This is an optimization exercise on Yosys and OpenROAD, whose aim is small area, not a production implementation.
The RTL was checked by simulation tests, not by an equivalence proof against the original design.
Power is estimated from default activity; no workload was simulated. The flow treats the clock pin as an ideal source, which a real chip does not have.

// ws2812_apb_chain
module ws2812_apb_chain #(
  parameter int NUM_LEDS     = 24,
  parameter int BIT_CYCLES   = 125,
  parameter int T0H_CYCLES   = 40,
  parameter int T1H_CYCLES   = 80,
  parameter int RESET_CYCLES = 6000
) (
  input  logic        PCLK,
  input  logic        PRESET,
  input  logic        PSEL,
  input  logic        PENABLE,
  input  logic        PWRITE,
  input  logic [31:0] PADDR,
  input  logic [31:0] PWDATA,
  output logic [31:0] PRDATA,
  output logic        PREADY,
  output logic        PSLVERR,
  output logic        LED,
  output logic        FRAME_DONE
);
  localparam int N  = NUM_LEDS;
  localparam int CW = $clog2(BIT_CYCLES);
  localparam logic [CW-1:0] CMAX = CW'(BIT_CYCLES - 1);
  localparam logic [CW-1:0] CPRE = CW'(BIT_CYCLES - 2);
  localparam logic [CW-1:0] T0H  = CW'(T0H_CYCLES);
  localparam logic [CW-1:0] T1H  = CW'(T1H_CYCLES);
  localparam int NR = N / 4;
  logic [23:0]  d_q [N];
  logic         v_q;
  logic [1:0]   rot_q;
  logic          busy_q, lat_q, pend_q;
  logic [4:0]    np_q;       
  logic [4:0]    bit_q;      
  logic [CW-1:0] cyc_q;
  logic [23:0]   s_q;        
  logic          auto_q, done_q, led_q, fd_q;
  logic [9:0]  w;
  logic        acc, wr, rd, setw;
  logic        hit_pix, hit_ctrl, hit_stat;
  ...
For scale: about 1600 cells after synthesis, ~630 flip-flops, ~110 I/O pins, roughly 19000 um2 of cells after synthesis.
Settings: LEC_CHECK=0, ABC_AREA=1, CAP_MARGIN=0, CELL_PAD_IN_SITES_DETAIL_PLACEMENT=0, CELL_PAD_IN_SITES_GLOBAL_PLACEMENT=0, CORE_MARGIN=2, CORE_UTILIZATION=75, PLACE_DENSITY=0.85, SLEW_MARGIN=0; clock period 10.0 ns.
standard.sh (not shown) runs the stock make flow with config.mk's settings and CLKGATE_MAP_FILE= SYNTH_SCRIPT=/design/flow/synth_recipe.tcl, a recipe that flattens the netlist after the stock synthesis.
==> flow/flow/run.sh <==
#!/bin/bash
# Standard ORFS layout (the standard.sh) with:
#  - an area-oriented ABC mapping script (synthesis script itself unchanged),
#  - buf_1 port buffers,
#  - clock tree: clkbuf_16 leaves over clusters of up to 32 sinks, no dummy loads.
set -euo pipefail
here=$(pwd)
rm -rf "$here/scripts_mod"
cp -r "$FLOW_HOME/scripts" "$here/scripts_mod"
cp "$here/flow/abc_area.script" "$here/scripts_mod/abc_area.script"
cp "$here/flow/abc_area.script" "$here/scripts_mod/abc_speed.script"
bash standard.sh SCRIPTS_DIR="$here/scripts_mod" \
  BUFFER_PORTS_ARGS="-buffer_cell sky130_fd_sc_hd__buf_1" \
  CTS_ARGS="-sink_clustering_enable -repair_clock_nets -dont_use_dummy_load -sink_clustering_size 32 -sink_clustering_max_diameter 80 -buf_list sky130_fd_sc_hd__clkbuf_16" \
  finish > "$here/make_finish.log" 2>&1
==> flow/flow/abc_area.script <==
strash
&get -n
&st
&dch -f
&nf -R 1000
&put
strash
&get -n
&st
&dch -f
&nf -R 1000
&put
strash
&get -n
&st
&dch -f
&nf -R 1000
&put
topo
The first run finished with timing, DRC and antenna clean.
Next try:
--- a/flow/config.mk
+++ b/flow/config.mk
@@ -9,7 +9,5 @@
 export CAP_MARGIN = 0
-export CELL_PAD_IN_SITES_DETAIL_PLACEMENT = 0
-export CELL_PAD_IN_SITES_GLOBAL_PLACEMENT = 0
 export CORE_MARGIN = 2
-export CORE_UTILIZATION = 75
-export PLACE_DENSITY = 0.85
+export CORE_UTILIZATION = 65
+export PLACE_DENSITY = 0.75
 export SLEW_MARGIN = 0
Result: The changed run finished with timing, DRC and antenna clean; flip-flop and latch count does not change; first-iteration DRC count went up by 1.2%; critical path depth rose by 2; fmax came out higher by 2.6%; register-to-register slack is better by 290 ps; sequential share of layout area is lower by 0.41 points.


Setup of build 30:
ws2812_apb_chain again, from the RTL that the note above started with.
==> flow/config.mk <==
export PLATFORM = sky130hd
export DESIGN_NAME = ws2812_apb_chain
export DESIGN_NICKNAME = ws2812_apb_chain
export VERILOG_FILES = /design/flow/design.v
export SDC_FILE = /design/flow/constraint.sdc
export NUM_CORES = 4
export LEC_CHECK = 0
export ABC_AREA = 1
export CAP_MARGIN = 0
export CORE_MARGIN = 2
export CORE_UTILIZATION = 65
export PLACE_DENSITY = 0.75
export SLEW_MARGIN = 0
==> flow/constraint.sdc <==
create_clock -name core_clock -period 10.0 [get_ports {PCLK}]
set_input_delay 2.0000 -clock core_clock [delete_from_list [all_inputs] [get_ports {PCLK}]]
set_output_delay 2.0000 -clock core_clock [all_outputs]
set_load 0.01 [all_outputs]
==> flow/flow/abc_area.script <==
strash
&get -n
&st
&dch -f
&nf -R 1000
&put
strash
&get -n
&st
&dch -f
&nf -R 1000
&put
strash
&get -n
&st
&dch -f
&nf -R 1000
&put
topo
stime -c
upsize -c
dnsize -c
Scripts as last shown in full above: flow/flow/run.sh
### build 30 -> build 6
-- flow/flow/run.sh --
<<< build 30, line 13
  BUFFER_PORTS_ARGS="-buffer_cell sky130_fd_sc_hd__buf_1" \
  CTS_ARGS="-sink_clustering_enable -repair_clock_nets -dont_use_dummy_load -sink_clustering_size 32 -sink_clustering_max_diameter 80 -buf_list sky130_fd_sc_hd__clkbuf_16" \
  finish > "$here/make_finish.log" 2>&1
>>> build 6, line 13
  BUFFER_PORTS_ARGS="-buffer_cell sky130_fd_sc_hd__buf_1" \
  CTS_ARGS="-sink_clustering_enable -repair_clock_nets -dont_use_dummy_load -sink_clustering_size 36 -sink_clustering_max_diameter 70 -buf_list sky130_fd_sc_hd__clkbuf_16 -root_buf sky130_fd_sc_hd__clkbuf_8" \
  finish > "$here/make_finish.log" 2>&1
-- flow/flow/abc_area.script --
<<< build 30, line 19
topo
stime -c
upsize -c
dnsize -c
>>> build 6, line 19
topo
==> run notes <==
Taking build 30 as the reference, in build 6 sequential share of cell area level; worst hold slack fell 28 ps; post-route non-filler standard cell count rose by 0.52%. Looking at routing usage on met2, build 6 sits below build 30. Sort build 6 and build 30 by number of non-clock buffers asc -> top: build 30. Build 6: clock-buffer cell count higher than build 30. met1 wire length of build 6 exceeds that of build 30 by a few percent. Build 30 -> build 6: top-level port count delta 0, exact match. Comparing the two runs side by side, build 6 comes out ahead of build 30 on floorplan die area. The largest clock skew in the final design in build 6 sits 63 ps above the value recorded for build 30.
Relative to build 6, the following input files were edited for build 7:
Settings: changing PLACE_DENSITY from 0.75 to 0.8; changing CORE_UTILIZATION from 65 to 70.
-- flow/flow/run.sh --
<<< build 6, line 13
  BUFFER_PORTS_ARGS="-buffer_cell sky130_fd_sc_hd__buf_1" \
  CTS_ARGS="-sink_clustering_enable -repair_clock_nets -dont_use_dummy_load -sink_clustering_size 36 -sink_clustering_max_diameter 70 -buf_list sky130_fd_sc_hd__clkbuf_16 -root_buf sky130_fd_sc_hd__clkbuf_8" \
  finish > "$here/make_finish.log" 2>&1
>>> build 7, line 13
  BUFFER_PORTS_ARGS="-buffer_cell sky130_fd_sc_hd__buf_1" \
  CTS_ARGS="-sink_clustering_enable -repair_clock_nets -dont_use_dummy_load -sink_clustering_size 40 -sink_clustering_max_diameter 60 -buf_list sky130_fd_sc_hd__clkbuf_16" \
  finish > "$here/make_finish.log" 2>&1
--- outcome ---
Against build 6, build 7 comes in 19% lower on count of filler cells inserted in the layout.
From build 6 to build 7 the numbers moved as follows: placeable core region moved down, total die area moved down.
Compared with build 6, build 7 ends up with more cell area.
Build 6 → build 7: number of buffers on the longest clock path ~0 delta; part of the cycle the worst path needs picked up an extra 0.70 points.
For build 7, the timing endpoint of the critical path was PRDATA[10], unlike build 6, where it was PRDATA[14].
Going from build 6 to build 7, the stage delay of the slowest cell on the critical path was found to have gone up by 40 ps.
Build 6 and build 7 ended up with roughly the same sequential power.
Modified inputs, build 51 compared to build 7
Settings: CORE_UTILIZATION: 70 -> 65; PLACE_DENSITY: 0.8 -> 0.75; GPL_TIMING_DRIVEN: unset -> 0.
-- flow/flow/run.sh --
<<< build 7, line 12
bash standard.sh SCRIPTS_DIR="$here/scripts_mod" \
  BUFFER_PORTS_ARGS="-buffer_cell sky130_fd_sc_hd__buf_1" \
  CTS_ARGS="-sink_clustering_enable -repair_clock_nets -dont_use_dummy_load -sink_clustering_size 40 -sink_clustering_max_diameter 60 -buf_list sky130_fd_sc_hd__clkbuf_16" \
  finish > "$here/make_finish.log" 2>&1
>>> build 51, line 12
bash standard.sh SCRIPTS_DIR="$here/scripts_mod" \
  REMOVE_ABC_BUFFERS=1 \
  BUFFER_PORTS_ARGS="-buffer_cell sky130_fd_sc_hd__buf_1" \
  CTS_ARGS="-sink_clustering_enable -repair_clock_nets -dont_use_dummy_load -sink_clustering_size 32 -sink_clustering_max_diameter 80 -buf_list sky130_fd_sc_hd__clkbuf_16" \
  finish > "$here/make_finish.log" 2>&1
--- outcome ---
Every stage of the flow completed for build 51, and the final layout passed the timing, DRC and antenna checks.
Setup slack after layout on build 51 is down relative to build 7.
Re number of buffers created by CTS: build 7 and build 51 aren't equal, and the lower value belongs to build 51.
Largest incremental delay on the critical path is lower on build 7
#### Input delta (build 22 over build 51)
Settings: a change of PLACE_DENSITY from 0.75 to 0.92; a deleted GPL_TIMING_DRIVEN that had been 0; a change of CORE_UTILIZATION from 65 to 85.
-- flow/flow/run.sh --
<<< build 51, line 12
bash standard.sh SCRIPTS_DIR="$here/scripts_mod" \
  REMOVE_ABC_BUFFERS=1 \
  BUFFER_PORTS_ARGS="-buffer_cell sky130_fd_sc_hd__buf_1" \
>>> build 22, line 12
bash standard.sh SCRIPTS_DIR="$here/scripts_mod" \
  BUFFER_PORTS_ARGS="-buffer_cell sky130_fd_sc_hd__buf_1" \
--- outcome ---
As far as total I/O pin count goes, build 51 and build 22 are indistinguishable; the numbers are identical. Re filler cell count in the final layout: build 22 and build 51 aren't equal, and the higher value belongs to build 51. Changes observed in build 22 relative to build 51: worst-case setup margin in the final layout saw an increase; clock share of power closely matched the old numbers; wire length of the first global-routing pass higher.

re-timing with driven ports:
No port has a modelled driver above. Below, the same layouts with a new extraction and two added sets of constraints.
Step 1, drivers: a clkbuf_16 drives PCLK and a buf_2 each remaining input, both assumed.
Step 2 adds t to the input delays and takes it off the output delays; t is the mean of the earliest and latest rising clock arrival at the registers after step 1. Input paths then give back, and output paths get back, about the clock's delay inside the block.
a / b / c = no drivers / after step 1 / after step 2; a / b = the first two.
| run | t, ns | slack for setup (ns) | hold slack, ns | slew at the worst register clock pin (ns) | pins driven straight from the clock port |
|---|---|---|---|---|---|
| the first run of note 1 | 0.598 | 0.736 / 0.711 / 0.711 | 0.321 / 0.321 / 0.321 | 0.12 / 0.12 | 1 |
| the second run of note 1 | 0.589 | 0.974 / 0.950 / 0.950 | 0.301 / 0.301 / 0.301 | 0.12 / 0.12 | 1 |
| build 30 | 0.599 | 0.994 / 0.968 / 0.968 | 0.335 / 0.335 / 0.335 | 0.12 / 0.12 | 1 |
| build 6 | 0.710 | 0.997 / 0.972 / 0.972 | 0.307 / 0.307 / 0.307 | 0.12 / 0.12 | 1 |
| build 7 | 0.571 | 0.926 / 0.900 / 0.900 | 0.313 / 0.313 / 0.313 | 0.12 / 0.12 | 1 |
| build 51 | 0.601 | 0.412 / 0.390 / 0.390 | 0.337 / 0.337 / 0.337 | 0.12 / 0.12 | 1 |
| build 22 | 0.600 | 0.427 / 0.404 / 0.404 | 0.312 / 0.312 / 0.312 | 0.12 / 0.12 | 1 |
After both steps setup and hold are still met in every run listed.
